Background: an optimization exercise with open tools, aiming at small area, a short achievable clock period and few clock cycles per item. Do not read the settings as production practice.
RTL that was checked went through simulation tests only; none was proved equivalent to the original.
Function not checked in runs 1 to 3, 6 and 7: the RTL went through the layout flow alone.
Power and IR drop assume default switching activity.

==> flow/design.v (outline; a module is shown in full before it is edited, if it fits) <==
// module booth_enc: 50 lines
// module mul_tree1: 884 lines
// module mul_tree2: 278 lines
// module ooo_top: 215 lines
module ooo_top (
   input  wire         clock,
   input  wire         reset,
   input  wire         dispatch_valid,
   input  wire  [2:0]  dispatch_op,
   input  wire  [3:0]  dispatch_rd,
   input  wire  [3:0]  dispatch_rs1,
   input  wire  [3:0]  dispatch_rs2,
   input  wire  [15:0] dispatch_imm,
   output logic        dispatch_ready,
   output logic        commit_valid,
   output logic [3:0]  commit_rd,
   output logic [31:0] commit_value
);
  // ...
==> flow/run.sh <==
#!/bin/bash
# synth_recipe.tcl (not shown) runs the flow's synth.tcl, then flattens the netlist and writes it again
# the make line also repeats each setting of config.mk as NAME=value (left out here)
make -C /OpenROAD-flow-scripts/flow DESIGN_CONFIG=/design/flow/config.mk WORK_HOME=/design/flow/orfs CLKGATE_MAP_FILE= SYNTH_SCRIPT=/design/flow/synth_recipe.tcl finish
==> flow/config.mk <==
export PLATFORM = sky130hd
export DESIGN_NAME = ooo_top
export DESIGN_NICKNAME = ooo_top
export VERILOG_FILES = /design/flow/design.v
export SDC_FILE = /design/flow/constraint.sdc
export NUM_CORES = 4
export LEC_CHECK = 0
export CAP_MARGIN = 20
export CORE_MARGIN = 2
export CORE_UTILIZATION = 40
export PLACE_DENSITY = 0.5
export SETUP_SLACK_MARGIN = 4
export SLEW_MARGIN = 20
export TNS_END_PERCENT = 0
==> flow/constraint.sdc <==
create_clock -name core_clock -period 8.0 [get_ports {clock}]
set_input_delay 1.6000 -clock core_clock [delete_from_list [all_inputs] [get_ports {clock}]]
set_output_delay 1.6000 -clock core_clock [all_outputs]
set_load 0.01 [all_outputs]
==> flow_summary.json, run 1 <==
{
  "endpoint": "w_val[30]",
  "area_growth_pct": 13.3,
  "cp_num_cells": 17,
  "yosys.area.top_type_share_pct": 36.8,
  "multi_input_cells": 3600,
  "worstSkewPairLatency_ns": 0.74,
  "buffer_area_share_pct": 4.42,
  "grt-busiest-layer": "met2",
  "sh_seq_area_pct": 39.9,
  "wl_per_cell_microns": 30.6,
  "overflow": 0,
  "clkSinkCount": 865,
  "power-top-group": "combinational cells",
  "crit_buf_inv": 1,
  "worst_pin_slew_ns": 1.00,
  "fin_util_pct": 45.6,
  "cts_made_buffers": 98,
  "ir_drop_v": 0.000179,
  "syn_avg_cell_area_sq_um": 10.6,
  "design.seq.count": 865,
  "top_register": "rf",
  "async_reset_ff_share_pct": 0,
  "grt_first_pass_wirelength_mm": 297,
  "outcome": "finished clean",
  "largest_reg_flops": 512,
  "dpl.hpwl_mm": 125
}
==> run 2: changes to the inputs <==
--- a/flow/config.mk
+++ b/flow/config.mk
@@ -9,6 +9,6 @@
 export CORE_MARGIN = 2
 export CORE_UTILIZATION = 40
 export PLACE_DENSITY = 0.5
-export SETUP_SLACK_MARGIN = 4
+export SETUP_SLACK_MARGIN = 5
 export SLEW_MARGIN = 20
 export TNS_END_PERCENT = 0
==> flow_summary.json, run 2 <==
{
  "outcome": "finished clean",
  "clkSinkCount": 865,
  "area_growth_pct": 13.5,
  "rsz0062_at_grt": "true",
  "yosysMostFrequentCell": "edfxtp_1",
  "syn_avg_cell_area_sq_um": 10.6,
  "fin_skew_ns": 0.0660,
  "hold_path_class": "register to register",
  "cp_cell_sequence": "maj3_2 > xnor2_2 > xnor2_1 > fa_1 > inv_2 > ha_4 > a211oi_4 > nor2_1 > o21a_1 > a21oi_2 > o21ai_2 > a2111o_1 > a31oi_4 > a21oi_4 > or4_1 > nand3_1",
  "final-setup-viol-count": 0,
  "place_ws_ns": 3.10,
  "synthTopCellsByArea": "edfxtp_1, dfxtp_1, xnor2_1",
  "top_layer": "met4",
  "async_reset_ff_share_pct": 0,
  "antennaDiodeCount": 0,
  "period_minus_slack_ns": 4.01,
  "cp_num_cells": 16,
  "dpl.hpwl_mm": 124,
  "startpoint_type": "register",
  "root_buffer": "clkbuf_16",
  "cp_max_fo": 7,
  "hold_start": "m_rd[0]",
  "nets": 5142,
  "syn_inst": 5005,
  "reg_top3": "rf x512, m_mid x147",
  "wl_per_cell_microns": 30.3,
  "end_kind": "register",
  "die_area_sq_mm": 0.135,
  "hold_viol": 0,
  "yosys_warnings": 1,
  "worstRegToRegCells": 16,
  "crit_required_ns": 8.68,
  "overflow": 0,
  "ir_drop_v": 0.000216,
  "worst_pin_slew_ns": 1.07,
  "syn_nets": 5181,
  "synth-edff-count": 648,
  "n_fill_cell": 12300,
  "portBuffers": 71,
  "layout_commonest_cell": "edfxtp_1",
  "viasPerCell": 6.25,
  "drtIter0Drc": 4986,
  "synth_common_cells": "edfxtp_1, nor2_1, xnor2_1",
  "arrival_ns": 4.69,
  "fmax_mhz": 249,
  "clockBufferDepth": 3,
  "worstSkewPairLatency_ns": 0.75,
  "p_total_w": 0.0171,
  "synthDistinctLibCells": 97,
  "clkSlewWorstSetupHoldPaths_ns": 0.06,
  "slowest_stage": "fa_1",
  "path_class": "register to register",
  "grt_first_pass_wirelength_mm": 295,
  "tns_ns": 0,
  "core_sq_mm": 0.131,
  "die_h_microns": 368,
  "globalRouteTotalUtil_pct": 29.8,
  "synth-seq-area-share_pct": 45.0,
  "p_leak_nw": 21.2,
  "grt_max_degree": 94,
  "synth_area_leader_cell": "edfxtp_1",
  "top_register": "rf",
  "critPathMaxStageDelay_ns": 0.55,
  "yosys.area.top_type_share_pct": 36.8,
  "cts_made_buffers": 101,
  "slew_headroom_pct": 29.0,
  "ios": 72,
  "ant_nets": 0,
  "met1_length_mm": 84.3,
  "route.vias.total": 42500,
  "critPathLaunch": "m_mid[8]",
  "routed_wl_mm": 206,
  "power_density_mw_per_mm2": 285,
  "first_pass_iters": 7,
  "wl_met2_mm": 94.0,
  "first_global_vias": 41100,
  "final_cell_mix": "edfxtp_1, xor2_1, nor2_1",
  "synthFlopType": "edfxtp_1",
  "crit_family": "compound AO/OA/AOI/OAI gates",
  "setup_ws_ns": 3.99,
  "htree_levels": 3,
  "yosys-mux-area-fraction_pct": 2.62,
  "start_util_pct": 40.3,
  "hold_ws_ns": 0.395,
  "antenna_found_initial": 7,
  "drc_errors": 0,
  "synth_compound_area_share_pct": 19.2,
  "timing.hold.worst_path_depth": 0,
  "ys_ff_latch": 865,
  "synth_top_family_by_area": "compound AO/OA/AOI/OAI gates",
  "drv_slew": 0,
  "cts_tree": "done",
  "fp.dieW_microns": 368,
  "crit_buf_inv": 1,
  "routed-wl-met3_mm": 18.6,
  "synth-xor-area-share_pct": 13.7,
  "yosys.area_share.simple_pct": 8.85,
  "fin_crit_sh_pct": 50.2,
  "largest_reg_flops": 512,
  "r2r-start": "m_mid[8]",
  "synthAdderAreaFrac_pct": 6.22,
  "gp_congestion": 0.937,
  "syn_area_sq_mm": 0.0529,
  "drv_cap": 0,
  "row_count": 133,
  "drive_above_1_share_pct": 13.1
}
==> run 2: final timing paths <==
check / slack, ns / endpoint
hold / removal: 0.40 / w_rd[0]
setup reg to reg: 3.99 / w_val[30]
hold reg to reg: 0.40 / w_rd[0]
setup / recovery: 3.99 / w_val[30]
==> run 2: kinds of logic after synthesis <==
group / count (synthesis)
xor gates and xnor gates: 767
DFF: 865
adders and majority gates: 274
AOI/OAI and AO/OA: 1406
and+or+nand+nor: 1019
buffers and inverters: 540
muxes: 134
==> run 2: layout make-up <==
| class | instances | area [sq um] | area share [%] |
|---|---|---|---|
| clock buffers | 133 | 2800 | 4.67 |
| flip-flops and latches | 865 | 23900 | 39.8 |
| clock inverters | 53 | 489 | 0.815 |
| well taps | 1755 | 2200 | 3.66 |
| inverters | 113 | 427 | 0.711 |
| repair buffers | 285 | 2590 | 4.31 |
| multi-input cells | 3600 | 27600 | 46.0 |
==> run 2: repair_timing <==
item,CTS,global route
endpoints found under the setup margin,357,342
setup buffers,40,5
gates cloned,1,0
pin swaps,33,27
hold buffers,0,0
resized for setup,135,53
==> run 2: per-layer routing <==
layer  vias up  global-route usage (%)
li1      18700                       -
met1     20800                    39.7
met2      2415                    47.7
met3       573                    5.09
met4         0                    12.3
met5         -                       0
==> run 2: where the power goes <==
part / switching (W) / leakage, nW / internal, W
registers: 0.000373 / 7.78 / 0.00554
clock network: 0.00201 / 1.61 / 0.00260
logic: 0.00389 / 11.8 / 0.00271
==> run 2: worst register-to-register path, delay by kind of cell (launching register included) <==
kind            cells  cell delay (ns)
compound gates      7             1.59
fa+ha+maj           3             1.15
simple gates        3             0.56
flops               1             0.37
xor+xnor            2             0.29
buf+inv             1             0.04
==> run 2: metrics by stage <==
step,util [%],cells,cell area (sq um)
after floorplan,-,5005,53000
after global placement,42.3,6572,55600
after detailed placement,42.3,6572,55600
after CTS,45.5,6799,59800
after global routing,45.7,6804,60000
final,45.7,6804,60000
==> module ooo_top, before the edit <==
module ooo_top (
   input  wire         clock,
   input  wire         reset,
   input  wire         dispatch_valid,
   input  wire  [2:0]  dispatch_op,
   input  wire  [3:0]  dispatch_rd,
   input  wire  [3:0]  dispatch_rs1,
   input  wire  [3:0]  dispatch_rs2,
   input  wire  [15:0] dispatch_imm,
   output logic        dispatch_ready,
   output logic        commit_valid,
   output logic [3:0]  commit_rd,
   output logic [31:0] commit_value
);
   localparam logic [2:0] op_li  = 3'd0;
   localparam logic [2:0] op_add = 3'd1;
   localparam logic [2:0] op_sub = 3'd2;
   localparam logic [2:0] op_and = 3'd3;
   localparam logic [2:0] op_xor = 3'd4;
   localparam logic [2:0] op_mul = 3'd5;
   localparam int         mid_w  = ooo_pkg::mid_w;
   logic [31:0]      rf [16];
   logic [15:0]      rf_set;
   logic             f_valid;
   logic [2:0]       f_op;
   logic [3:0]       f_rd;
   logic [3:0]       f_rs1;
   logic [3:0]       f_rs2;
   logic [15:0]      f_imm;
   logic             ready_q;     
   logic             d_valid;
   logic             d_sub;       
   logic             d_sel_sum;
   logic             d_sel_and;
   logic             d_sel_xor;
   logic             d_sel_pass;  
   logic             d_mul;
   logic [3:0]       d_rd;
   logic [31:0]      d_a;
   logic [31:0]      d_b;
   logic [15:0]      d_one, d_two, d_neg;    
   logic             d_a_m, d_b_m, d_a_w, d_b_w;
   logic             d_ma_m, d_mb_m, d_ma_w, d_mb_w;
   logic             m_valid;
   logic             m_mul;
   logic [3:0]       m_rd;
   logic [mid_w-1:0] m_mid;
   logic             w_valid;
   logic [3:0]       w_rd;
   logic [31:0]      w_val;
   logic             stall;
   logic             take;
   logic             uses;
   logic             f_mul;
   logic             a_d, b_d, a_m, b_m, a_w, b_w;
   logic             ready_next;
   logic [31:0]      rd_a, rd_b;
   logic [15:0]      rd_one, rd_two, rd_neg;
   logic [15:0]      m_one, m_two, m_neg;
   logic [15:0]      w_one, w_two, w_neg;
   logic [15:0]      x_one, x_two, x_neg;
   logic [31:0]      m_row0;
   logic [31:0]      xa, xb, ma;
   logic [32:0]      sum;
   logic [31:0]      row0;
   logic [mid_w-1:0] tree_mid;
   logic [mid_w-1:0] x_mid;
   logic [31:0]      m_s, m_c;
   logic [31:0]      w_next;
   assign m_row0 = m_mid[31:0];
   assign stall = d_valid && m_mul && (d_a_m || d_b_m || d_ma_m || d_mb_m);
   assign take           = !(f_valid && stall);
   assign dispatch_ready = ready_q;
   assign ready_next = !(!stall && dispatch_valid && f_valid && d_valid && d_mul &&
                         uses && (f_rs1 == d_rd || f_rs2 == d_rd));
   always_ff @(posedge clock) begin
      if (reset) begin
         f_valid <= 1'b0;
         ready_q <= 1'b1;
      end else begin
         ready_q <= ready_next;
         if (take) begin
            f_valid <= dispatch_valid;
            f_op    <= dispatch_op;
            f_rd    <= dispatch_rd;
            f_rs1   <= dispatch_rs1;
            f_rs2   <= dispatch_rs2;
            f_imm   <= dispatch_imm;
         end
      end
   end
   assign uses  = (f_op != op_li);
   assign f_mul = (f_op == op_mul);
   assign a_d = uses && d_valid && (f_rs1 == d_rd);
   assign b_d = uses && d_valid && (f_rs2 == d_rd);
   assign a_m = uses && m_valid && (f_rs1 == m_rd);
   assign b_m = uses && m_valid && (f_rs2 == m_rd);
   assign a_w = w_valid && (f_rs1 == w_rd);
   assign b_w = w_valid && (f_rs2 == w_rd);
   always_comb begin
      rd_a = '0;
      rd_b = '0;
      for (int r = 0; r < 16; r++) begin
         rd_a = rd_a | ({32{rf_set[r] && f_rs1 == r}} & rf[r]);
         rd_b = rd_b | ({32{rf_set[r] && f_rs2 == r}} & rf[r]);
      end
      if (a_w) rd_a = w_val;
      if (b_w) rd_b = w_val;
      if (!uses) rd_a = {{16{f_imm[15]}}, f_imm};
   end
   booth_enc i_rd_enc (.b(rd_b), .one(rd_one), .two(rd_two), .neg(rd_neg));
   always_ff @(posedge clock) begin
      if (reset) begin
         d_valid <= 1'b0;
         d_a_m   <= 1'b0;
         d_b_m   <= 1'b0;
         d_a_w   <= 1'b0;
         d_b_w   <= 1'b0;
         d_ma_m  <= 1'b0;
         d_mb_m  <= 1'b0;
         d_ma_w  <= 1'b0;
         d_mb_w  <= 1'b0;
      end else if (stall) begin
         if (d_a_w || d_ma_w) d_a <= w_val;
         if (d_b_w || d_mb_w) begin
            d_b   <= w_val;
            d_one <= w_one;
            d_two <= w_two;
            d_neg <= w_neg;
         end
         d_a_w  <= d_a_m;
         d_b_w  <= d_b_m;
         d_ma_w <= d_ma_m;
         d_mb_w <= d_mb_m;
         d_a_m  <= 1'b0;
         d_b_m  <= 1'b0;
         d_ma_m <= 1'b0;
         d_mb_m <= 1'b0;
      end else begin
         d_valid    <= f_valid;
         d_sub      <= (f_op == op_sub);
         d_sel_sum  <= (f_op == op_add) || (f_op == op_sub);
         d_sel_and  <= (f_op == op_and);
         d_sel_xor  <= (f_op == op_xor);
         d_sel_pass <= (f_op == op_li) || (f_op > op_mul);
         d_mul      <= f_mul;
         d_rd       <= f_rd;
         d_a        <= rd_a;
         d_b        <= rd_b;
         d_one      <= rd_one;
         d_two      <= rd_two;
         d_neg      <= rd_neg;
         d_a_m      <= !f_mul && a_d;
         d_b_m      <= !f_mul && b_d;
         d_a_w      <= !f_mul && !a_d && a_m;
         d_b_w      <= !f_mul && !b_d && b_m;
         d_ma_m     <= f_mul && a_d;
         d_mb_m     <= f_mul && b_d;
         d_ma_w     <= f_mul && !a_d && a_m;
         d_mb_w     <= f_mul && !b_d && b_m;
      end
   end
   assign xa = d_a_m ? m_row0 : (d_a_w ? w_val : d_a);
   assign xb = d_b_m ? m_row0 : (d_b_w ? w_val : d_b);
   assign ma = d_ma_m ? m_row0 : (d_ma_w ? w_val : d_a);
   booth_enc i_m_enc (.b(m_row0), .one(m_one), .two(m_two), .neg(m_neg));
   booth_enc i_w_enc (.b(w_val), .one(w_one), .two(w_two), .neg(w_neg));
   assign x_one = d_mb_m ? m_one : (d_mb_w ? w_one : d_one);
   assign x_two = d_mb_m ? m_two : (d_mb_w ? w_two : d_two);
   assign x_neg = d_mb_m ? m_neg : (d_mb_w ? w_neg : d_neg);
   assign sum = {xa, 1'b1} + {xb ^ {32{d_sub}}, d_sub};
   mul_tree1 i_mul_tree1 (.a(ma), .one(x_one), .two(x_two), .neg(x_neg), .mid(tree_mid));
   assign row0 = ({32{d_sel_sum}}  & sum[32:1])
               | ({32{d_sel_and}}  & (xa & xb))
               | ({32{d_sel_xor}}  & (xa ^ xb))
               | ({32{d_sel_pass}} & xa)
               | ({32{d_mul}}      & tree_mid[31:0]);
   assign x_mid = {tree_mid[mid_w-1:32] & {(mid_w-32){d_mul}}, row0};
   always_ff @(posedge clock) begin
      if (reset) begin
         m_valid <= 1'b0;
      end else begin
         m_valid <= d_valid && !stall;
      end
      m_mul <= d_mul;
      m_rd  <= d_rd;
      m_mid <= x_mid;
   end
   mul_tree2 i_mul_tree2 (.mid(m_mid), .s(m_s), .c(m_c));
   assign w_next = m_s + m_c;
   always_ff @(posedge clock) begin
      if (reset) begin
         w_valid <= 1'b0;
      end else begin
         w_valid <= m_valid;
      end
      w_rd  <= m_rd;
      w_val <= w_next;
   end
   always_ff @(posedge clock) begin
      if (reset) begin
         rf_set <= '0;
      end else if (w_valid) begin
         rf_set[w_rd] <= 1'b1;
      end
   end
   always_ff @(posedge clock) begin
      if (w_valid) begin
         rf[w_rd] <= w_val;
      end
   end
   assign commit_valid = w_valid;
   assign commit_rd    = w_rd;
   assign commit_value = w_val;
endmodule
==> run 3: changes to the inputs <==
--- a/flow/design.v
+++ b/flow/design.v
@@ -1251,14 +1251,13 @@
    logic             ready_q;     
    logic             d_valid;
    logic             d_sub;       
-   logic             d_sel_sum;
+   logic             d_sel_sum;   
    logic             d_sel_and;
    logic             d_sel_xor;
-   logic             d_sel_pass;  
    logic             d_mul;
    logic [3:0]       d_rd;
    logic [31:0]      d_a;
-   logic [31:0]      d_b;
+   logic [31:0]      d_b;         
    logic [15:0]      d_one, d_two, d_neg;    
    logic             d_a_m, d_b_m, d_a_w, d_b_w;
    logic             d_ma_m, d_mb_m, d_ma_w, d_mb_w;
@@ -1273,6 +1272,7 @@
    logic             take;
    logic             uses;
    logic             f_mul;
+   logic             f_sub;
    logic             a_d, b_d, a_m, b_m, a_w, b_w;
    logic             ready_next;
    logic [31:0]      rd_a, rd_b;
@@ -1312,6 +1312,7 @@
    end
    assign uses  = (f_op != op_li);
    assign f_mul = (f_op == op_mul);
+   assign f_sub = (f_op == op_sub);
    assign a_d = uses && d_valid && (f_rs1 == d_rd);
    assign b_d = uses && d_valid && (f_rs2 == d_rd);
    assign a_m = uses && m_valid && (f_rs1 == m_rd);
@@ -1328,6 +1329,7 @@
       if (a_w) rd_a = w_val;
       if (b_w) rd_b = w_val;
       if (!uses) rd_a = {{16{f_imm[15]}}, f_imm};
+      if (!uses) rd_b = '0;
    end
    booth_enc i_rd_enc (.b(rd_b), .one(rd_one), .two(rd_two), .neg(rd_neg));
    always_ff @(posedge clock) begin
@@ -1344,7 +1346,7 @@
       end else if (stall) begin
          if (d_a_w || d_ma_w) d_a <= w_val;
          if (d_b_w || d_mb_w) begin
-            d_b   <= w_val;
+            d_b   <= w_val ^ {32{d_sub}};
             d_one <= w_one;
             d_two <= w_two;
             d_neg <= w_neg;
@@ -1359,15 +1361,14 @@
          d_mb_m <= 1'b0;
       end else begin
          d_valid    <= f_valid;
-         d_sub      <= (f_op == op_sub);
-         d_sel_sum  <= (f_op == op_add) || (f_op == op_sub);
+         d_sub      <= f_sub;
+         d_sel_sum  <= !(f_op == op_and || f_op == op_xor || f_mul);
          d_sel_and  <= (f_op == op_and);
          d_sel_xor  <= (f_op == op_xor);
-         d_sel_pass <= (f_op == op_li) || (f_op > op_mul);
          d_mul      <= f_mul;
          d_rd       <= f_rd;
          d_a        <= rd_a;
-         d_b        <= rd_b;
+         d_b        <= rd_b ^ {32{f_sub}};
          d_one      <= rd_one;
          d_two      <= rd_two;
          d_neg      <= rd_neg;
@@ -1382,19 +1383,18 @@
       end
    end
    assign xa = d_a_m ? m_row0 : (d_a_w ? w_val : d_a);
-   assign xb = d_b_m ? m_row0 : (d_b_w ? w_val : d_b);
+   assign xb = d_b_m ? (m_row0 ^ {32{d_sub}}) : (d_b_w ? (w_val ^ {32{d_sub}}) : d_b);
    assign ma = d_ma_m ? m_row0 : (d_ma_w ? w_val : d_a);
    booth_enc i_m_enc (.b(m_row0), .one(m_one), .two(m_two), .neg(m_neg));
    booth_enc i_w_enc (.b(w_val), .one(w_one), .two(w_two), .neg(w_neg));
    assign x_one = d_mb_m ? m_one : (d_mb_w ? w_one : d_one);
    assign x_two = d_mb_m ? m_two : (d_mb_w ? w_two : d_two);
    assign x_neg = d_mb_m ? m_neg : (d_mb_w ? w_neg : d_neg);
-   assign sum = {xa, 1'b1} + {xb ^ {32{d_sub}}, d_sub};
+   assign sum = {xa, 1'b1} + {xb, d_sub};
    mul_tree1 i_mul_tree1 (.a(ma), .one(x_one), .two(x_two), .neg(x_neg), .mid(tree_mid));
    assign row0 = ({32{d_sel_sum}}  & sum[32:1])
                | ({32{d_sel_and}}  & (xa & xb))
                | ({32{d_sel_xor}}  & (xa ^ xb))
-               | ({32{d_sel_pass}} & xa)
                | ({32{d_mul}}      & tree_mid[31:0]);
    assign x_mid = {tree_mid[mid_w-1:32] & {(mid_w-32){d_mul}}, row0};
    always_ff @(posedge clock) begin
--- a/flow/config.mk
+++ b/flow/config.mk
@@ -9,6 +9,6 @@
 export CORE_MARGIN = 2
 export CORE_UTILIZATION = 40
 export PLACE_DENSITY = 0.5
-export SETUP_SLACK_MARGIN = 5
+export SETUP_SLACK_MARGIN = 4
 export SLEW_MARGIN = 20
 export TNS_END_PERCENT = 0
==> flow_summary.json, run 3 <==
{
  "outcome": "finished clean",
  "crit_required_ns": 8.64,
  "routed-wl-met3_mm": 17.8,
  "drv_slew": 0,
  "syn_nets": 5328,
  "cp_max_fo": 5,
  "die_h_microns": 368,
  "tns_ns": 0,
  "cts_made_buffers": 101,
  "portBuffers": 71,
  "path_class": "register to register",
  "viasPerCell": 6.27,
  "globalRouteTotalUtil_pct": 30.5,
  "yosys_warnings": 1,
  "fin_crit_sh_pct": 50.6,
  "period_minus_slack_ns": 4.05,
  "cts_tree": "done",
  "end_kind": "register",
  "gp_congestion": 0.922,
  "yosys-mux-area-fraction_pct": 1.81,
  "p_leak_nw": 20.7,
  "worstSkewPairLatency_ns": 0.75,
  "yosys.area_share.simple_pct": 8.97,
  "die_area_sq_mm": 0.136,
  "met1_length_mm": 87.5,
  "yosys.area.top_type_share_pct": 37.5,
  "drc_errors": 0,
  "synthFlopType": "edfxtp_1",
  "synth_compound_area_share_pct": 19.8,
  "fp.dieW_microns": 368,
  "synth-seq-area-share_pct": 45.7,
  "antenna_found_initial": 3,
  "drive_above_1_share_pct": 11.7,
  "synthTopCellsByArea": "edfxtp_1, xnor2_1, dfxtp_1",
  "worst_pin_slew_ns": 1.10,
  "nets": 5267,
  "hold_path_class": "register to register",
  "clkSinkCount": 881,
  "synth_top_family_by_area": "compound AO/OA/AOI/OAI gates",
  "ys_ff_latch": 881,
  "first_pass_iters": 6,
  "fin_skew_ns": 0.0434,
  "root_buffer": "clkbuf_16",
  "syn_avg_cell_area_sq_um": 10.3,
  "critPathMostFrequentCell": "o21ai_2",
  "finalNonFillerCells": 6963,
  "final-setup-viol-count": 0,
  "routed_wl_mm": 213,
  "rsz0062_at_grt": "true",
  "route.vias.total": 43700,
  "grt_max_degree": 83,
  "layout_commonest_cell": "edfxtp_1",
  "drv_cap": 0,
  "largest_reg_flops": 512,
  "row_count": 133,
  "overflow": 0,
  "synth-xor-area-share_pct": 14.1,
  "start_util_pct": 40.4,
  "synth_common_cells": "edfxtp_1, xnor2_1, nor2_1",
  "dp_cells": 6730,
  "fmax_mhz": 247,
  "ir_drop_v": 0.000181,
  "dpl.hpwl_mm": 129,
  "wl_per_cell_microns": 30.5,
  "area_growth_pct": 13.7,
  "top_layer": "met5",
  "power_density_mw_per_mm2": 286,
  "core_sq_mm": 0.132,
  "async_reset_ff_share_pct": 0,
  "arrival_ns": 4.68,
  "clkSlewWorstSetupHoldPaths_ns": 0.07,
  "ios": 72,
  "clockBufferDepth": 3,
  "ant_nets": 0,
  "synth_area_leader_cell": "edfxtp_1",
  "crit_buf_inv": 2,
  "slew_headroom_pct": 26.5,
  "slowest_stage": "or3_4",
  "synth-edff-count": 664,
  "drtIter0Drc": 5484,
  "startpoint_type": "register",
  "first_global_vias": 42400,
  "syn_area_sq_mm": 0.0531,
  "top_register": "rf",
  "syn_inst": 5182,
  "grt_first_pass_wirelength_mm": 304,
  "critPathMaxStageDelay_ns": 0.43,
  "reg_top3": "rf x512, m_mid x147",
  "wl_met2_mm": 97.9,
  "synthAdderAreaFrac_pct": 5.14,
  "cp_cell_sequence": "buf_6 > buf_4 > xnor2_2 > nand2_1 > o21ai_2 > o21ai_2 > fa_2 > a21o_1 > a21o_1 > a21oi_2 > o21ai_2 > and4b_2 > o31ai_4 > nor2b_1 > or3_4 > a21oi_1 > o21ba_2 > a21oi_1 > a221o_1",
  "synthDistinctLibCells": 87,
  "yosysMostFrequentCell": "edfxtp_1",
  "htree_levels": 3,
  "crit_family": "compound AO/OA/AOI/OAI gates",
  "final_cell_mix": "edfxtp_1, xnor2_1, nor2_1, nand2_1, o22ai_1",
  "hold_viol": 0
}
[run 3: cell count changes after synthesis, sizes merged, moves of 19 or more]
cell,change
a22oi,+92
xnor2,+139
and2,+50
xor2,-50
a21oi,+56
ha,-31
nor2,-35
nand3,+19
o21ai,+110
a22o,-43
a221oi,-47
o22ai,+38
mux2i,-35
[run 3: kinds of logic after synthesis]
| kind of cell | count (synthesis) |
|---|---|
| AO/OA/AOI/OAI | 1551 |
| AND/OR/NAND/NOR | 1039 |
| flip-flops | 881 |
| XOR/XNOR | 832 |
| buffers and inverters | 558 |
| adder cells (fa/ha/maj) | 227 |
| multiplexers | 94 |
[run 3: final cells by class]
| cell class | count | area [sq um] |
|---|---|---|
| clock buffer | 123 | 2660 |
| tap | 1755 | 2200 |
| fill | 12200 | 71200 |
| multi-input combinational | 3743 | 27400 |
| clock inverter | 66 | 895 |
| inverter | 114 | 428 |
| antenna | 1 | 2.50 |
| sequential | 881 | 24300 |
| timing repair buffer | 280 | 2520 |
[run 3: worst paths after layout]
| path | from | end | slack (ns) | cells after the start |
|---|---|---|---|---|
| max | d_sub | m_mid[27] | 3.95 | 19 |
| min | m_rd[2] | w_rd[2] | 0.38 | 0 |
| max reg2reg | d_sub | m_mid[27] | 3.95 | 19 |
| min reg2reg | m_rd[2] | w_rd[2] | 0.38 | 0 |
[run 3: stage by stage]
step	power (W)	area, sq um	hold slack [ns]	utilization (%)	worst slack [ns]
after floorplan	0.0101	53100	0.346	-	3.75
after global placement	0.0120	55800	0.385	42.4	2.99
after detailed placement	0.0120	55800	0.392	42.4	2.93
after CTS	0.0172	59800	0.375	45.5	3.88
after global routing	0.0181	60400	0.401	45.9	3.84
final	0.0173	60400	0.379	45.9	3.95
[run 3: timing repair]
item	4_1_cts	5_1_grt
resized for setup	57	91
cloned	1	1
pin swaps	6	39
hold buffers	0	0
setup buffers	20	20
endpoints found under the setup margin	76	74
[run 3: routing by layer]
metal  global-route usage (%)  up-vias
met1                     40.6    21600
met2                     49.5     2446
li1                         -    19100
met3                     5.05      575
met5                        0        -
met4                     11.9        4
[run 3: power breakdown]
group          total (W)  switching (W)  internal [W]
sequential       0.00601       0.000377       0.00564
clock            0.00502        0.00206       0.00296
combinational    0.00625        0.00373       0.00252
total             0.0173        0.00617        0.0111
==> run 4: changes to the inputs <==
--- a/flow/design.v
+++ b/flow/design.v
@@ -1289,11 +1289,12 @@
    logic [31:0]      m_s, m_c;
    logic [31:0]      w_next;
    assign m_row0 = m_mid[31:0];
-   assign stall = d_valid && m_mul && (d_a_m || d_b_m || d_ma_m || d_mb_m);
-   assign take           = !(f_valid && stall);
+   assign stall = f_valid && uses && d_valid && d_mul && (f_rs1 == d_rd || f_rs2 == d_rd);
+   assign take           = !stall;
    assign dispatch_ready = ready_q;
-   assign ready_next = !(!stall && dispatch_valid && f_valid && d_valid && d_mul &&
-                         uses && (f_rs1 == d_rd || f_rs2 == d_rd));
+   assign ready_next = !(!stall && f_valid && f_mul && dispatch_valid &&
+                         dispatch_op != op_li &&
+                         (dispatch_rs1 == f_rd || dispatch_rs2 == f_rd));
    always_ff @(posedge clock) begin
       if (reset) begin
          f_valid <= 1'b0;
@@ -1335,52 +1336,28 @@
    always_ff @(posedge clock) begin
       if (reset) begin
          d_valid <= 1'b0;
-         d_a_m   <= 1'b0;
-         d_b_m   <= 1'b0;
-         d_a_w   <= 1'b0;
-         d_b_w   <= 1'b0;
-         d_ma_m  <= 1'b0;
-         d_mb_m  <= 1'b0;
-         d_ma_w  <= 1'b0;
-         d_mb_w  <= 1'b0;
-      end else if (stall) begin
-         if (d_a_w || d_ma_w) d_a <= w_val;
-         if (d_b_w || d_mb_w) begin
-            d_b   <= w_val ^ {32{d_sub}};
-            d_one <= w_one;
-            d_two <= w_two;
-            d_neg <= w_neg;
-         end
-         d_a_w  <= d_a_m;
-         d_b_w  <= d_b_m;
-         d_ma_w <= d_ma_m;
-         d_mb_w <= d_mb_m;
-         d_a_m  <= 1'b0;
-         d_b_m  <= 1'b0;
-         d_ma_m <= 1'b0;
-         d_mb_m <= 1'b0;
       end else begin
-         d_valid    <= f_valid;
-         d_sub      <= f_sub;
-         d_sel_sum  <= !(f_op == op_and || f_op == op_xor || f_mul);
-         d_sel_and  <= (f_op == op_and);
-         d_sel_xor  <= (f_op == op_xor);
-         d_mul      <= f_mul;
-         d_rd       <= f_rd;
-         d_a        <= rd_a;
-         d_b        <= rd_b ^ {32{f_sub}};
-         d_one      <= rd_one;
-         d_two      <= rd_two;
-         d_neg      <= rd_neg;
-         d_a_m      <= !f_mul && a_d;
-         d_b_m      <= !f_mul && b_d;
-         d_a_w      <= !f_mul && !a_d && a_m;
-         d_b_w      <= !f_mul && !b_d && b_m;
-         d_ma_m     <= f_mul && a_d;
-         d_mb_m     <= f_mul && b_d;
-         d_ma_w     <= f_mul && !a_d && a_m;
-         d_mb_w     <= f_mul && !b_d && b_m;
+         d_valid <= f_valid && !stall;
       end
+      d_sub     <= f_sub;
+      d_sel_sum <= !(f_op == op_and || f_op == op_xor || f_mul);
+      d_sel_and <= (f_op == op_and);
+      d_sel_xor <= (f_op == op_xor);
+      d_mul     <= f_mul;
+      d_rd      <= f_rd;
+      d_a       <= rd_a;
+      d_b       <= rd_b ^ {32{f_sub}};
+      d_one     <= rd_one;
+      d_two     <= rd_two;
+      d_neg     <= rd_neg;
+      d_a_m     <= !f_mul && a_d;
+      d_b_m     <= !f_mul && b_d;
+      d_a_w     <= !f_mul && !a_d && a_m;
+      d_b_w     <= !f_mul && !b_d && b_m;
+      d_ma_m    <= f_mul && a_d;
+      d_mb_m    <= f_mul && b_d;
+      d_ma_w    <= f_mul && !a_d && a_m;
+      d_mb_w    <= f_mul && !b_d && b_m;
    end
    assign xa = d_a_m ? m_row0 : (d_a_w ? w_val : d_a);
    assign xb = d_b_m ? (m_row0 ^ {32{d_sub}}) : (d_b_w ? (w_val ^ {32{d_sub}}) : d_b);
@@ -1401,7 +1378,7 @@
       if (reset) begin
          m_valid <= 1'b0;
       end else begin
-         m_valid <= d_valid && !stall;
+         m_valid <= d_valid;
       end
       m_mul <= d_mul;
       m_rd  <= d_rd;
--- a/flow/config.mk
+++ b/flow/config.mk
@@ -8,7 +8,8 @@
 export CAP_MARGIN = 20
 export CORE_MARGIN = 2
 export CORE_UTILIZATION = 40
+export CTS_BUF_LIST = sky130_fd_sc_hd__clkbuf_4 sky130_fd_sc_hd__clkbuf_8
 export PLACE_DENSITY = 0.5
-export SETUP_SLACK_MARGIN = 4
+export SETUP_SLACK_MARGIN = 5
 export SLEW_MARGIN = 20
 export TNS_END_PERCENT = 0
==> flow_summary.json, run 4 <==
{
  "outcome": "finished clean",
  "area_growth_pct": 13.6,
  "largest_reg_flops": 512,
  "top_register": "rf",
  "crit_required_ns": 8.78,
  "hold_path_class": "register to register",
  "clockBufferDepth": 3,
  "ir_drop_v": 0.000146,
  "gp_congestion": 0.878,
  "clkSinkCount": 880,
  "htree_levels": 4,
  "synthDistinctLibCells": 86,
  "tns_ns": 0,
  "cp_max_fo": 18,
  "drv_cap": 0,
  "nets": 5183,
  "row_count": 131,
  "die_area_sq_mm": 0.131,
  "drive_above_1_share_pct": 14.6,
  "slowest_stage": "dfxtp_4",
  "final-setup-viol-count": 0,
  "cts_made_buffers": 159,
  "grt_first_pass_wirelength_mm": 297,
  "path_class": "register to register",
  "synth_top_family_by_area": "compound AO/OA/AOI/OAI gates",
  "synth_common_cells": "edfxtp_1, xnor2_1, nor2_1",
  "critPathMaxStageDelay_ns": 0.36,
  "synth-edff-count": 543,
  "drtIter0Drc": 5750,
  "syn_area_sq_mm": 0.0512,
  "synthFlopType": "edfxtp_1",
  "end_kind": "register",
  "first_global_vias": 41700,
  "fin_crit_sh_pct": 51.2,
  "yosys-mux-area-fraction_pct": 1.90,
  "fin_skew_ns": 0.0481,
  "cts_tree": "done",
  "portBuffers": 71,
  "worst_pin_slew_ns": 1.05,
  "overflow": 0,
  "first_pass_iters": 7,
  "antenna_found_initial": 1,
  "core_sq_mm": 0.127,
  "n_fill_cell": 11900,
  "syn_nets": 5179,
  "drc_errors": 0,
  "p_leak_nw": 19.9,
  "startpoint_type": "register",
  "ant_nets": 0,
  "fp.dieW_microns": 362,
  "hold_ws_ns": 0.385,
  "ios": 72,
  "layout_commonest_cell": "edfxtp_1",
  "final_cell_mix": "edfxtp_1, xnor2_1, nor2_1",
  "yosys.area_share.simple_pct": 8.51,
  "viasPerCell": 6.28,
  "async_reset_ff_share_pct": 0,
  "route.vias.total": 42900,
  "hold_viol": 0,
  "wl_per_cell_microns": 30.5,
  "synth-seq-area-share_pct": 45.0,
  "routed_wl_mm": 209,
  "start_util_pct": 40.2,
  "slew_headroom_pct": 29.3,
  "clkSlewWorstSetupHoldPaths_ns": 0.06,
  "syn_avg_cell_area_sq_um": 10.2,
  "reg_top3": "rf x512, m_mid x147",
  "fmax_mhz": 244,
  "cp_cell_sequence": "buf_12 > nand2b_4 > buf_12 > nor2_1 > a21oi_1 > o22ai_1 > a21oi_1 > ha_1 > a21o_1 > a21o_1 > a21oi_2 > o21bai_2 > a211oi_2 > o211ai_1 > a31oi_2 > o31a_1 > o21bai_2 > a21oi_2 > nor4b_2 > a311o_1",
  "arrival_ns": 4.88,
  "globalRouteTotalUtil_pct": 31.1,
  "worstSkewPairLatency_ns": 0.91,
  "yosys.area.top_type_share_pct": 31.8,
  "synthTopCellsByArea": "edfxtp_1, dfxtp_1, xnor2_1",
  "root_buffer": "clkbuf_8",
  "syn_inst": 5033,
  "rsz0062_at_grt": "true",
  "yosys_warnings": 1,
  "ys_ff_latch": 880,
  "period_minus_slack_ns": 4.10,
  "synth_area_leader_cell": "edfxtp_1",
  "hold_buffers": 0,
  "power_density_mw_per_mm2": 188,
  "grt_max_degree": 67,
  "dpl.hpwl_mm": 123,
  "synthAdderAreaFrac_pct": 5.72,
  "yosysMostFrequentCell": "edfxtp_1",
  "die_h_microns": 362,
  "drv_slew": 0,
  "synth_compound_area_share_pct": 20.6,
  "synth-xor-area-share_pct": 13.6
}
run 4: report_power, final:
part / total (W) / switching, W / leakage (nW) / internal (W)
registers: 0.00519 / 0.000167 / 7.76 / 0.00502
logic: 0.00126 / 0.000843 / 10.4 / 0.000418
clock network: 0.00448 / 0.00207 / 1.76 / 0.00241
total: 0.0109 / 0.00308 / 19.9 / 0.00785
run 4: cell type report:
cell class	instances	area (sq um)	area share, %
Tap cell	1662	2080	3.57
Clock inverter	62	462	0.793
Inverter	132	497	0.853
Antenna cell	3	7.51	0.0129
Clock buffer	230	2820	4.84
Timing Repair Buffer	276	2590	4.45
Multi-Input combinational cell	3588	26600	45.7
Sequential cell	880	23100	39.8
run 4: worst max-delay path: cells and delay by family, from the launching register on:
family	cells	cell delay, ns
DFF	1	0.36
AOI/OAI and AO/OA	14	2.79
adders and majority gates	1	0.28
and+or+nand+nor	3	0.27
buffers and inverters	2	0.30
run 4: path summary, 6_finish.rpt:
path	depth (start not counted)	endpoint	from	slack (ns)
setup / recovery	20	m_mid[31]	d_b_m	3.90
hold / removal	0	w_rd[2]	m_rd[2]	0.39
setup reg to reg	20	m_mid[31]	d_b_m	3.90
hold reg to reg	0	w_rd[2]	m_rd[2]	0.39
run 4: cells by family (layout without fill, tap and decap cells):
family | after synthesis | in the layout
AO/OA/AOI/OAI | 1538 | 1539
XOR/XNOR | 774 | 774
adder cells (fa/ha/maj) | 246 | 246
buffers and inverters | 568 | 700
flip-flops | 880 | 880
multiplexers | 95 | 95
other | 0 | 3
AND/OR/NAND/NOR | 932 | 934
run 4: timing repair:
action / 4_1_cts / 5_1_grt
setup buffers: 35 / 13
gates resized for setup: 104 / 33
gates cloned: 6 / 1
pin swaps: 29 / 34
endpoints found under the setup margin: 266 / 276
run 4: metrics by stage:
step	power (W)	util (%)	instance area, sq um	worst slack, ns	cells
3_5_place_dp	0.00647	42.2	53700	3.08	6483
6_report	0.0109	45.7	58200	3.90	6833
2_1_floorplan	0.00594	-	51400	4.23	5033
5_1_grt	0.0113	45.7	58200	3.74	6832
3_3_place_gp	0.00647	42.2	53700	3.20	6482
4_1_cts	0.0110	45.5	57900	3.92	6816
run 4: per-layer routing:
layer | up-vias | track usage, % | share of wire (%)
met1 | 21100 | 42.5 | 42
li1 | 18700 | - | -
met2 | 2625 | 47.3 | 44
met5 | - | 0 | 0
met3 | 493 | 6.60 | 9.8
met4 | 0 | 13.7 | 4.2
Testbench counts of run 4, summed over its fixed seeds: cycles 16,438, insts 16,000.
==> run 5: changes to the inputs <==
--- a/flow/config.mk
+++ b/flow/config.mk
@@ -8,7 +8,6 @@
 export CAP_MARGIN = 20
 export CORE_MARGIN = 2
 export CORE_UTILIZATION = 40
-export CTS_BUF_LIST = sky130_fd_sc_hd__clkbuf_4 sky130_fd_sc_hd__clkbuf_8
 export PLACE_DENSITY = 0.5
 export SETUP_SLACK_MARGIN = 5
 export SLEW_MARGIN = 20
==> flow_summary.json, run 5 <==
{
  "fin_skew_ns": 0.0666,
  "ys_ff_latch": 880,
  "fp.dieW_microns": 362,
  "async_reset_ff_share_pct": 0,
  "route.vias.total": 42600,
  "cts_made_buffers": 100,
  "drc_errors": 0,
  "cts_tree": "done",
  "synth-edff-count": 543,
  "first_global_vias": 41100,
  "synth-seq-area-share_pct": 45.0,
  "wl_per_cell_microns": 30.9,
  "critPathMostFrequentCell": "maj3_1",
  "cp_num_cells": 10,
  "worstSkewPairLatency_ns": 0.74,
  "portBuffers": 71,
  "worst_pin_slew_ns": 1.12,
  "slew_headroom_pct": 24.7,
  "critPathMaxStageDelay_ns": 0.82,
  "grt_max_degree": 67,
  "syn_area_sq_mm": 0.0512,
  "antenna_found_initial": 1,
  "multi_input_area_sq_mm": 0.0266,
  "arrival_ns": 4.69,
  "viasPerCell": 6.32,
  "worstRegToRegCells": 10,
  "timing.hold.worst_path_depth": 0,
  "globalRouteTotalUtil_pct": 30.8,
  "largest_reg_flops": 512,
  "die_h_microns": 362,
  "crit_family": "adder cells",
  "cp_cell_sequence": "a21boi_1 > or2_4 > o22ai_1 > xor2_1 > maj3_1 > maj3_1 > maj3_1 > xnor2_1 > xnor2_1 > nor2_1",
  "hold_path_class": "register to register",
  "synthTopCellsByArea": "edfxtp_1, dfxtp_1, xnor2_1",
  "row_count": 131,
  "core_sq_mm": 0.127,
  "drv_cap": 0,
  "gp_congestion": 0.878,
  "dpl.hpwl_mm": 123,
  "layout_commonest_cell": "edfxtp_1",
  "power_density_mw_per_mm2": 191,
  "yosys.area.top_type_share_pct": 31.8,
  "place_ws_ns": 3.08,
  "drive_above_1_share_pct": 12.8,
  "clockBufferDepth": 3,
  "root_buffer": "clkbuf_16",
  "hold_viol": 0,
  "yosysMostFrequentCell": "edfxtp_1",
  "cp_max_fo": 20,
  "drv_slew": 0,
  "slowest_stage": "a21boi_1",
  "first_pass_iters": 6,
  "seq_area_sq_mm": 0.0231,
  "drtIter0Drc": 5692,
  "die_area_sq_mm": 0.131,
  "ant_nets": 0,
  "synthFlopType": "edfxtp_1",
  "htree_levels": 3,
  "start_util_pct": 40.2,
  "crit_buf_inv": 0,
  "p_leak_nw": 19.8,
  "p_total_w": 0.0111,
  "startpoint_type": "register",
  "fmax_mhz": 243,
  "clkSinkCount": 880,
  "syn_nets": 5179,
  "nets": 5131,
  "area_growth_pct": 13.7,
  "reg_top3": "rf x512, m_mid x147",
  "final_cell_mix": "edfxtp_1, xnor2_1, nor2_1",
  "synthDistinctLibCells": 86,
  "end_kind": "register",
  "outcome": "finished clean",
  "yosys_warnings": 1,
  "final-setup-viol-count": 0,
  "clkSlewWorstSetupHoldPaths_ns": 0.07,
  "tns_ns": 0,
  "grt_first_pass_wirelength_mm": 295,
  "period_minus_slack_ns": 4.12,
  "rsz0062_at_grt": "true",
  "top_register": "rf",
  "path_class": "register to register",
  "fin_crit_sh_pct": 51.5,
  "routed_wl_mm": 208,
  "overflow": 0,
  "syn_inst": 5033,
  "crit_required_ns": 8.57,
  "n_fill_cell": 11800,
  "ios": 72,
  "hold_ws_ns": 0.384,
  "ir_drop_v": 0.000176,
  "synth_area_leader_cell": "edfxtp_1",
  "syn_avg_cell_area_sq_um": 10.2,
  "setup_ws_ns": 3.88,
  "synth_common_cells": "edfxtp_1, xnor2_1, nor2_1"
}
run 5: cell counts after synthesis:
No cell type changed its count.
run 5: final cells by class:
type | instances | area share (%)
multi-input combinational | 3588 | 45.7
sequential | 880 | 39.7
clock buffer | 134 | 4.77
timing repair buffer | 283 | 4.54
tap | 1662 | 3.57
clock inverter | 50 | 0.866
inverter | 132 | 0.853
antenna | 2 | 0.00859
run 5: through the flow:
stage               utilization, %  instances  cell area, sq um
detailed placement            42.2       6483             53700
global placement              42.2       6482             53700
floorplan                        -       5033             51400
CTS                           45.5       6708             57900
finish                        45.7       6731             58200
global route                  45.7       6729             58200
run 5: logic make-up (layout without fill, tap and decap cells):
family / count (synthesis) / count (layout) / share of synthesized area (%)
compound gates: 1538 / 1539 / 20.6
xor+xnor: 774 / 774 / 13.6
fa+ha+maj: 246 / 246 / 5.72
buf+inv: 568 / 599 / 4.68
flops: 880 / 880 / 45.0
mux: 95 / 95 / 1.90
other cells: 0 / 2 / 0
simple gates: 932 / 934 / 8.51
run 5: what timing repair did:
action                     CTS  global route
resized for setup           96            36
hold buffers                 0             0
cloned                       6             1
setup endpoints to repair  269           306
setup buffers               35            20
pin swaps                   29            38
run 5: final timing paths:
| check | slack (ns) | end | start |
|---|---|---|---|
| setup / recovery | 3.88 | m_mid[107] | d_mb_m |
| hold / removal | 0.38 | w_rd[2] | m_rd[2] |
| setup reg to reg | 3.88 | m_mid[107] | d_mb_m |
| hold reg to reg | 0.38 | w_rd[2] | m_rd[2] |
run 5: power by group:
| part | internal [W] | switching [W] | leakage [nW] |
|---|---|---|---|
| logic | 0.000421 | 0.000843 | 10.4 |
| registers | 0.00502 | 0.000169 | 7.76 |
| clock network | 0.00264 | 0.00202 | 1.60 |
| total | 0.00808 | 0.00304 | 19.8 |
run 5: per-layer routing:
layer  track usage, %  part of all wire (%)  up-vias  wire, microns
met5                0                     0        -              0
met3             6.08                   9.6      492          20000
li1                 -                     -    18500              -
met4             13.1                   4.4        0           9110
met1             42.3                    42    21000          87600
met2             47.2                    44     2529          91200
==> run 6: changes to the inputs <==
--- a/flow/design.v
+++ b/flow/design.v
@@ -1261,6 +1261,8 @@
    logic [15:0]      d_one, d_two, d_neg;    
    logic             d_a_m, d_b_m, d_a_w, d_b_w;
    logic             d_ma_m, d_mb_m, d_ma_w, d_mb_w;
+   logic [3:0]       q_a_m, q_b_m, q_a_w, q_b_w;      
+   logic [3:0]       q_ma_m, q_mb_m, q_ma_w, q_mb_w;
    logic             m_valid;
    logic             m_mul;
    logic [3:0]       m_rd;
@@ -1279,6 +1281,7 @@
    logic [15:0]      rd_one, rd_two, rd_neg;
    logic [15:0]      m_one, m_two, m_neg;
    logic [15:0]      w_one, w_two, w_neg;
+   logic [15:0]      e_one, e_two, e_neg;
    logic [15:0]      x_one, x_two, x_neg;
    logic [31:0]      m_row0;
    logic [31:0]      xa, xb, ma;
@@ -1359,21 +1362,87 @@
       d_ma_w    <= f_mul && !a_d && a_m;
       d_mb_w    <= f_mul && !b_d && b_m;
    end
-   assign xa = d_a_m ? m_row0 : (d_a_w ? w_val : d_a);
-   assign xb = d_b_m ? (m_row0 ^ {32{d_sub}}) : (d_b_w ? (w_val ^ {32{d_sub}}) : d_b);
-   assign ma = d_ma_m ? m_row0 : (d_ma_w ? w_val : d_a);
+   always_ff @(posedge clock) begin
+      if (reset) begin
+         q_a_m[1]  <= 1'b0;
+         q_b_m[1]  <= 1'b0;
+         q_a_w[1]  <= 1'b0;
+         q_b_w[1]  <= 1'b0;
+         q_ma_m[1] <= 1'b0;
+         q_mb_m[1] <= 1'b0;
+         q_ma_w[1] <= 1'b0;
+         q_mb_w[1] <= 1'b0;
+         q_a_m[3]  <= 1'b0;
+         q_b_m[3]  <= 1'b0;
+         q_a_w[3]  <= 1'b0;
+         q_b_w[3]  <= 1'b0;
+         q_ma_m[3] <= 1'b0;
+         q_mb_m[3] <= 1'b0;
+         q_ma_w[3] <= 1'b0;
+         q_mb_w[3] <= 1'b0;
+      end else begin
+         q_a_m[1]  <= !f_mul && a_d;
+         q_b_m[1]  <= !f_mul && b_d;
+         q_a_w[1]  <= !f_mul && !a_d && a_m;
+         q_b_w[1]  <= !f_mul && !b_d && b_m;
+         q_ma_m[1] <= f_mul && a_d;
+         q_mb_m[1] <= f_mul && b_d;
+         q_ma_w[1] <= f_mul && !a_d && a_m;
+         q_mb_w[1] <= f_mul && !b_d && b_m;
+         q_a_m[3]  <= f_valid && !f_mul && a_d;
+         q_b_m[3]  <= f_valid && !f_mul && b_d;
+         q_a_w[3]  <= f_valid && !f_mul && !a_d && a_m;
+         q_b_w[3]  <= f_valid && !f_mul && !b_d && b_m;
+         q_ma_m[3] <= f_valid && f_mul && a_d;
+         q_mb_m[3] <= f_valid && f_mul && b_d;
+         q_ma_w[3] <= f_valid && f_mul && !a_d && a_m;
+         q_mb_w[3] <= f_valid && f_mul && !b_d && b_m;
+      end
+   end
+   always_ff @(posedge clock) begin
+      q_a_m[2]  <= f_valid && !f_mul && a_d;
+      q_b_m[2]  <= f_valid && !f_mul && b_d;
+      q_a_w[2]  <= f_valid && !f_mul && !a_d && a_m;
+      q_b_w[2]  <= f_valid && !f_mul && !b_d && b_m;
+      q_ma_m[2] <= f_valid && f_mul && a_d;
+      q_mb_m[2] <= f_valid && f_mul && b_d;
+      q_ma_w[2] <= f_valid && f_mul && !a_d && a_m;
+      q_mb_w[2] <= f_valid && f_mul && !b_d && b_m;
+   end
+   assign q_a_m[0]  = d_a_m;
+   assign q_b_m[0]  = d_b_m;
+   assign q_a_w[0]  = d_a_w;
+   assign q_b_w[0]  = d_b_w;
+   assign q_ma_m[0] = d_ma_m;
+   assign q_mb_m[0] = d_mb_m;
+   assign q_ma_w[0] = d_ma_w;
+   assign q_mb_w[0] = d_mb_w;
+   always_comb begin
+      for (int k = 0; k < 32; k++) begin
+         xa[k] = q_a_m[k / 8] ? m_row0[k] : (q_a_w[k / 8] ? w_val[k] : d_a[k]);
+         xb[k] = q_b_m[k / 8] ? (m_row0[k] ^ d_sub) : (q_b_w[k / 8] ? (w_val[k] ^ d_sub) : d_b[k]);
+         ma[k] = q_ma_m[k / 8] ? m_row0[k] : (q_ma_w[k / 8] ? w_val[k] : d_a[k]);
+      end
+   end
    booth_enc i_m_enc (.b(m_row0), .one(m_one), .two(m_two), .neg(m_neg));
    booth_enc i_w_enc (.b(w_val), .one(w_one), .two(w_two), .neg(w_neg));
-   assign x_one = d_mb_m ? m_one : (d_mb_w ? w_one : d_one);
-   assign x_two = d_mb_m ? m_two : (d_mb_w ? w_two : d_two);
-   assign x_neg = d_mb_m ? m_neg : (d_mb_w ? w_neg : d_neg);
+   assign e_one = d_one & {16{d_mul}};
+   assign e_two = d_two & {16{d_mul}};
+   assign e_neg = d_neg & {16{d_mul}};
+   always_comb begin
+      for (int k = 0; k < 16; k++) begin
+         x_one[k] = q_mb_m[k / 4] ? m_one[k] : (q_mb_w[k / 4] ? w_one[k] : e_one[k]);
+         x_two[k] = q_mb_m[k / 4] ? m_two[k] : (q_mb_w[k / 4] ? w_two[k] : e_two[k]);
+         x_neg[k] = q_mb_m[k / 4] ? m_neg[k] : (q_mb_w[k / 4] ? w_neg[k] : e_neg[k]);
+      end
+   end
    assign sum = {xa, 1'b1} + {xb, d_sub};
    mul_tree1 i_mul_tree1 (.a(ma), .one(x_one), .two(x_two), .neg(x_neg), .mid(tree_mid));
    assign row0 = ({32{d_sel_sum}}  & sum[32:1])
                | ({32{d_sel_and}}  & (xa & xb))
                | ({32{d_sel_xor}}  & (xa ^ xb))
-               | ({32{d_mul}}      & tree_mid[31:0]);
-   assign x_mid = {tree_mid[mid_w-1:32] & {(mid_w-32){d_mul}}, row0};
+               | tree_mid[31:0];
+   assign x_mid = {tree_mid[mid_w-1:32], row0};
    always_ff @(posedge clock) begin
       if (reset) begin
          m_valid <= 1'b0;
--- a/flow/config.mk
+++ b/flow/config.mk
@@ -8,6 +8,8 @@
 export CAP_MARGIN = 20
 export CORE_MARGIN = 2
 export CORE_UTILIZATION = 40
+export CTS_CLUSTER_DIAMETER = 80
+export CTS_CLUSTER_SIZE = 30
 export PLACE_DENSITY = 0.5
 export SETUP_SLACK_MARGIN = 5
 export SLEW_MARGIN = 20
==> flow_summary.json, run 6 <==
{
  "drv_slew": 0,
  "reg_top3": "rf x512, m_mid x147",
  "start_util_pct": 40.3,
  "cp_cell_sequence": "maj3_2 > xnor2_2 > xnor2_2 > fa_1 > inv_2 > ha_4 > nand3_2 > or2_4 > o21ai_4 > a311oi_4 > or4_4 > a21oi_4 > a2111oi_2 > o21bai_1 > a21oi_1 > xnor2_1",
  "switching_share_pct": 29.0,
  "die_area_sq_mm": 0.131,
  "syn_inst": 4961,
  "route.vias.total": 41500,
  "syn_nets": 5107,
  "layout_commonest_cell": "xnor2_1",
  "globalRouteTotalUtil_pct": 30.0,
  "viasPerCell": 6.34,
  "rsz0062_at_grt": "true",
  "crit_buf_inv": 1,
  "clockBufferDepth": 3,
  "p_comb_share_pct": 11.3,
  "synth_area_leader_cell": "edfxtp_1",
  "async_reset_ff_share_pct": 0,
  "syn_avg_cell_area_sq_um": 10.3,
  "synthDistinctLibCells": 87,
  "ys_ff_latch": 904,
  "synthTopCellsByArea": "edfxtp_1, dfxtp_1, xnor2_1",
  "crit_required_ns": 8.60,
  "end_kind": "register",
  "post_dp_cell_area_sq_mm": 0.0540,
  "worstRegToRegCells": 16,
  "arrival_ns": 4.65,
  "gp_congestion": 0.888,
  "cp_num_cells": 16,
  "critPathMostFrequentCell": "xnor2_2",
  "portBuffers": 71,
  "synth-seq-area-share_pct": 45.8,
  "core_sq_mm": 0.128,
  "cts_made_buffers": 54,
  "final_cell_mix": "xnor2_1, a22oi_1, edfxtp_1",
  "antenna_found_initial": 1,
  "slowest_stage": "fa_1",
  "die_h_microns": 362,
  "fin_area_sq_mm": 0.0564,
  "synth-edff-count": 543,
  "drive_above_1_share_pct": 9.91,
  "startpoint_type": "register",
  "routed_wl_mm": 201,
  "overflow": 0,
  "cts_tree": "done",
  "ir_drop_v": 0.000171,
  "worst_pin_slew_ns": 1.12,
  "yosys.area.top_type_share_pct": 31.8,
  "ant_nets": 0,
  "ios": 72,
  "hold_path_class": "register to register",
  "crit_family": "adder cells",
  "first_global_vias": 40400,
  "setup_ws_ns": 3.95,
  "p_int_w": 0.00687,
  "p_leak_nw": 19.1,
  "yosys_warnings": 9,
  "critPathLaunch": "m_mid[45]",
  "path_class": "register to register",
  "reg2reg_slack_ns": 3.95,
  "syn_area_sq_mm": 0.0513,
  "synthFlopType": "edfxtp_1",
  "synth_common_cells": "xnor2_1, a22oi_1, edfxtp_1",
  "drc_errors": 0,
  "r2r_end": "w_val[30]",
  "p_seq_share_pct": 54.8,
  "hold_viol": 0,
  "dpl.hpwl_mm": 123,
  "power_density_mw_per_mm2": 172,
  "fin_skew_ns": 0.0439,
  "wl_per_cell_microns": 30.7,
  "row_count": 131,
  "fin_crit_sh_pct": 50.6,
  "grt_first_pass_wirelength_mm": 289,
  "nets": 4994,
  "r2r-start": "m_mid[45]",
  "tns_ns": 0,
  "first_pass_iters": 8,
  "period_minus_slack_ns": 4.05,
  "htree_levels": 2,
  "drtIter0Drc": 5722,
  "endpoint": "w_val[30]",
  "final-setup-viol-count": 0,
  "drv_cap": 0,
  "antennaDiodeCount": 0,
  "clkSinkCount": 904,
  "grt_max_degree": 73,
  "clkSlewWorstSetupHoldPaths_ns": 0.10,
  "worstSkewPairLatency_ns": 0.74,
  "yosysMostFrequentCell": "xnor2_1",
  "p_sw_w": 0.00281,
  "slew_headroom_pct": 24.9,
  "fp.dieW_microns": 362,
  "largest_reg_flops": 512,
  "outcome": "finished clean",
  "fin_util_pct": 44.2,
  "top_register": "rf",
  "root_buffer": "clkbuf_16",
  "cp_max_fo": 4,
  "place_ws_ns": 3.04,
  "fmax_mhz": 247,
  "area_growth_pct": 9.89,
  "clkPwrFrac_pct": 33.9,
  "critPathMaxStageDelay_ns": 0.57,
  "hold_buffers": 0
}
[run 6: changes by cell type after synthesis, sizes merged, moves of 77 or more]
cell / delta
a21oi: -77
nor2: -146
a22oi: +273
xnor2: +146
o22ai: -249
xor2: -182
[run 6: power by group through the flow]
stage | sequential (W) | combinational (W) | clock, W
final | 0.00530 | 0.00109 | 0.00329
after global routing | 0.00531 | 0.00118 | 0.00350
after CTS | 0.00530 | 0.00109 | 0.00335
after detailed placement | 0.00540 | 0.00106 | 0
after global placement | 0.00540 | 0.00106 | 0
after floorplan | 0.00535 | 0.000617 | 0
[run 6: per-stage QoR]
| stage | cells | power, W | hold WS (ns) |
|---|---|---|---|
| final | 6555 | 0.00968 | 0.396 |
| after detailed placement | 6439 | 0.00647 | 0.383 |
| after global routing | 6555 | 0.00999 | 0.405 |
| after global placement | 6439 | 0.00647 | 0.378 |
| after floorplan | 4961 | 0.00596 | 0.373 |
| after CTS | 6552 | 0.00973 | 0.396 |
[run 6: worst min-delay path by stage]
stage / startpoint / to / cells after the start
global route: d_rd[1] / m_rd[1] / 0
CTS: d_rd[0] / m_rd[0] / 0
detailed placement: d_rd[0] / m_rd[0] / 0
global placement: d_rd[0] / m_rd[0] / 0
finish: d_rd[1] / m_rd[1] / 0
floorplan: d_rd[0] / m_rd[0] / 0
[run 6: cells by family after synthesis]
family,count (synthesis),share of synthesized area (%)
compound gates,1532,21.1
xor+xnor,746,13.2
fa+ha+maj,242,5.62
buf+inv,564,4.38
flops,904,45.8
mux,72,1.41
simple gates,901,8.41
[run 6: worst register-to-register path, stage by stage (launching register included)]
cell       delay [ns]
dfxtp_2          0.35
maj3_2           0.35
xnor2_2          0.17
xnor2_2          0.15
fa_1             0.57
inv_2            0.05
ha_4             0.28
nand3_2          0.08
or2_4            0.24
o21ai_4          0.20
a311oi_4         0.18
or4_4            0.49
a21oi_4          0.32
a2111oi_2        0.13
o21bai_1         0.17
a21oi_1          0.10
xnor2_1          0.12
[run 6: area by class of cell]
type | count | area, sq um
Inverter | 151 | 572
Clock buffer | 60 | 1400
Fill cell | 12000 | 71100
Tap cell | 1662 | 2080
Timing Repair Buffer | 242 | 2050
Clock inverter | 41 | 524
Multi-Input combinational cell | 3494 | 26200
Sequential cell | 904 | 23600
Timing Repair inverter | 1 | 7.51
[run 6: timing repair]
item | in CTS | in global routing
pin swaps | 22 | 6
buffers inserted | 9 | 2
endpoints found under the setup margin | 255 | 295
gates resized for setup | 80 | 16
gates cloned | 3 | 0
[run 6: layer usage]
metal | track usage (%) | wire (microns)
met1 | 42.3 | 86100
met2 | 45.7 | 86800
met4 | 10.9 | 8090
met5 | 0 | 0
met3 | 5.77 | 20300
==> run 7: changes to the inputs <==
--- a/flow/config.mk
+++ b/flow/config.mk
@@ -9,8 +9,8 @@
 export CORE_MARGIN = 2
 export CORE_UTILIZATION = 40
 export CTS_CLUSTER_DIAMETER = 80
-export CTS_CLUSTER_SIZE = 30
-export PLACE_DENSITY = 0.5
+export CTS_CLUSTER_SIZE = 25
+export PLACE_DENSITY = 0.7
 export SETUP_SLACK_MARGIN = 5
 export SLEW_MARGIN = 20
 export TNS_END_PERCENT = 0
==> flow_summary.json, run 7 <==
{
  "hold_buffers": 0,
  "p_comb_share_pct": 11.6,
  "worst_pin_slew_ns": 1.19,
  "final-setup-viol-count": 0,
  "worstSkewPairLatency_ns": 0.69,
  "layout_commonest_cell": "xnor2_1",
  "period_minus_slack_ns": 4.10,
  "clockBufferDepth": 3,
  "path_class": "register to register",
  "synthFlopType": "edfxtp_1",
  "rsz0062_at_grt": "true",
  "wl_per_cell_microns": 27.8,
  "crit_required_ns": 8.56,
  "ios": 72,
  "ys_ff_latch": 904,
  "switching_share_pct": 27.5,
  "synth-seq-area-share_pct": 45.8,
  "arrival_ns": 4.65,
  "synth_area_leader_cell": "edfxtp_1",
  "fin_crit_sh_pct": 51.2,
  "cp_max_fo": 18,
  "start_util_pct": 40.3,
  "clkPwrFrac_pct": 30.9,
  "synth-edff-count": 543,
  "async_reset_ff_share_pct": 0,
  "place_ws_ns": 3.20,
  "syn_area_sq_mm": 0.0513,
  "yosysMostFrequentCell": "xnor2_1",
  "yosys.area.top_type_share_pct": 31.8,
  "fmax_mhz": 244,
  "routed_wl_mm": 182,
  "die_area_sq_mm": 0.131,
  "multi_input_area_sq_mm": 0.0262,
  "syn_nets": 5107,
  "ant_nets": 0,
  "first_global_vias": 41300,
  "slew_headroom_pct": 19.7,
  "outcome": "finished clean",
  "synth_common_cells": "xnor2_1, a22oi_1, edfxtp_1",
  "fin_skew_ns": 0.0450,
  "final_cell_mix": "xnor2_1, a22oi_1, edfxtp_1",
  "gp_congestion": 0.947,
  "power_density_mw_per_mm2": 165,
  "area_growth_pct": 9.00,
  "drv_cap": 0,
  "largest_reg_flops": 512,
  "p_total_w": 0.00923,
  "p_int_w": 0.00669,
  "hold_path_class": "register to register",
  "htree_levels": 2,
  "route.vias.total": 42600,
  "dpl.hpwl_mm": 111,
  "overflow": 0,
  "drtIter0Drc": 6831,
  "cts_tree": "done",
  "core_sq_mm": 0.128,
  "viasPerCell": 6.52,
  "clkSlewWorstSetupHoldPaths_ns": 0.10,
  "ir_drop_v": 0.000183,
  "hold_ws_ns": 0.385,
  "die_h_microns": 362,
  "first_pass_iters": 7,
  "reg_top3": "rf x512, m_mid x147",
  "drc_errors": 0,
  "drv_slew": 0,
  "grt_first_pass_wirelength_mm": 267,
  "p_sw_w": 0.00254,
  "cts_made_buffers": 47,
  "end_kind": "register",
  "drive_above_1_share_pct": 9.11,
  "clkSinkCount": 904,
  "tns_ns": 0,
  "fp.dieW_microns": 362,
  "syn_avg_cell_area_sq_um": 10.3,
  "synthDistinctLibCells": 87,
  "startpoint_type": "register",
  "setup_ws_ns": 3.90,
  "nets": 4984,
  "n_fill_cell": 11900,
  "p_leak_nw": 18.9,
  "yosys_warnings": 9,
  "top_register": "rf",
  "globalRouteTotalUtil_pct": 26.9,
  "hold_viol": 0,
  "antenna_found_initial": 0,
  "grt_max_degree": 65,
  "synthTopCellsByArea": "edfxtp_1, dfxtp_1, xnor2_1",
  "root_buffer": "clkbuf_16",
  "portBuffers": 71,
  "syn_inst": 4961,
  "row_count": 131,
  "seq_area_sq_mm": 0.0236,
  "p_seq_share_pct": 57.5
}
[run 7: cell types whose count changed in the layout (fill, tap and decap cells not counted), sizes merged]
| cell | before | now |
|---|---|---|
| clkinv | 15 | 5 |
| clkbuf | 60 | 67 |
| inv | 175 | 160 |
| buf | 170 | 167 |
| diode | 0 | 1 |
| bufinv | 0 | 1 |
[run 7: kinds of logic (layout without fill, tap and decap cells)]
kind of cell               Yosys count  in the layout  share of synthesized area, %
muxes                               72             72                          1.41
adders and majority gates          242            242                          5.62
and+or+nand+nor                    901            902                          8.41
DFF                                904            904                          45.8
xor gates and xnor gates           746            746                          13.2
buffers and inverters              564            475                          4.38
AOI/OAI and AO/OA                 1532           1532                          21.1
other                                0              1                             0
[run 7: repair_timing]
item / in CTS / in global routing
buffers inserted: 16 / 3
gates cloned: 3 / 0
hold endpoints to repair: 0 / 0
gates resized for setup: 64 / 25
endpoints found under the setup margin: 207 / 302
pin swaps: 18 / 15
[run 7: stage by stage]
step / std cells / util, % / area, sq um
final: 6536 / 43.9 / 56000
after global placement: 6429 / 42.3 / 53900
after floorplan: 4961 / - / 51400
after global routing: 6535 / 43.9 / 56000
after detailed placement: 6429 / 42.3 / 53900
after CTS: 6532 / 43.8 / 55800
[run 7: worst paths after layout]
kind / from / end / slack [ns] / cells past startpoint
max: d_mul / m_mid[30] / 3.90 / 11
min: m_rd[2] / w_rd[2] / 0.38 / 0
max reg2reg: d_mul / m_mid[30] / 3.90 / 11
min reg2reg: m_rd[2] / w_rd[2] / 0.38 / 0
[run 7: metal layers]
metal | track usage (%) | part of all wire, % | up-vias
met5 | 0 | 0 | -
met4 | 14.7 | 6.5 | 0
met3 | 6.07 | 13 | 730
met2 | 41.3 | 43 | 3293
met1 | 35.1 | 37 | 20400
li1 | - | - | 18200
[run 7: critical path, cell delays in order (launching register included)]
cell and delay, ns:
dfxtp_1 0.34, buf_4 0.29, nor2b_1 0.73, a221oi_1 0.23, a21oi_1 0.79, a22oi_1 0.24, xnor2_1 0.31, xor2_1 0.21
xnor2_1 0.11, xnor2_1 0.32, nand2_1 0.11, a311o_1 0.29
[run 7: final cells by class]
cell class	instances	share of cell area, %
Timing Repair inverter	1	0.0134
Timing Repair Buffer	239	3.59
Antenna cell	1	0.00447
Clock buffer	67	2.28
Sequential cell	904	42.1
Multi-Input combinational cell	3494	46.8
Inverter	151	1.02
Clock inverter	17	0.447
Tap cell	1662	3.72
[run 7: power by group through the flow]
stage / registers (W) / logic, W / clock network [W]
floorplan: 0.00535 / 0.000617 / 0
global placement: 0.00540 / 0.000999 / 0
detailed placement: 0.00541 / 0.00102 / 0
CTS: 0.00530 / 0.00104 / 0.00286
global route: 0.00532 / 0.00115 / 0.00302
finish: 0.00531 / 0.00107 / 0.00285

[separate check: timing with driven ports]
No port has a modelled driver above. Below, the same layouts with a new extraction and two added sets of constraints.
Step 1 (the two cells are an assumption about what drives the block):
set clk [get_ports {clock}]
set_driving_cell -lib_cell sky130_fd_sc_hd__clkbuf_16 $clk
set_driving_cell -lib_cell sky130_fd_sc_hd__buf_2 [delete_from_list [all_inputs] $clk]
Step 2 moves the port delays by t, midway between the first and last clock arrival at a register: inputs arrive t later, outputs are due t later. That takes back most of the time a late clock gives input paths.
a / b / c = no drivers / after step 1 / after step 2; a / b = the first two.
run | t, ns | slack for setup (ns) | worst setup path at the end | worst slew at a driven data input, ns | cell pins on the clock port's net
run 1 | 0.789 | 3.969 / 3.969 / 3.969 | register to register | 0.05 | 1
run 2 | 0.791 | 3.987 / 3.987 / 3.987 | register to register | 0.05 | 1
run 3 | 0.812 | 3.954 / 3.954 / 3.606 | input to register | 0.06 | 1
run 4 | 0.959 | 3.901 / 3.901 / 3.901 | register to register | 0.06 | 1
run 5 | 0.782 | 3.876 / 3.876 / 3.876 | register to register | 0.06 | 1
run 6 | 0.790 | 3.953 / 3.953 / 3.953 | register to register | 0.05 | 1
run 7 | 0.740 | 3.903 / 3.903 / 3.903 | register to register | 0.04 | 1
After both steps every run listed still meets setup and hold. For run 3, which loses most, drivers alone change the setup slack by 0.000 ns; drivers and shift together by -0.348 ns.
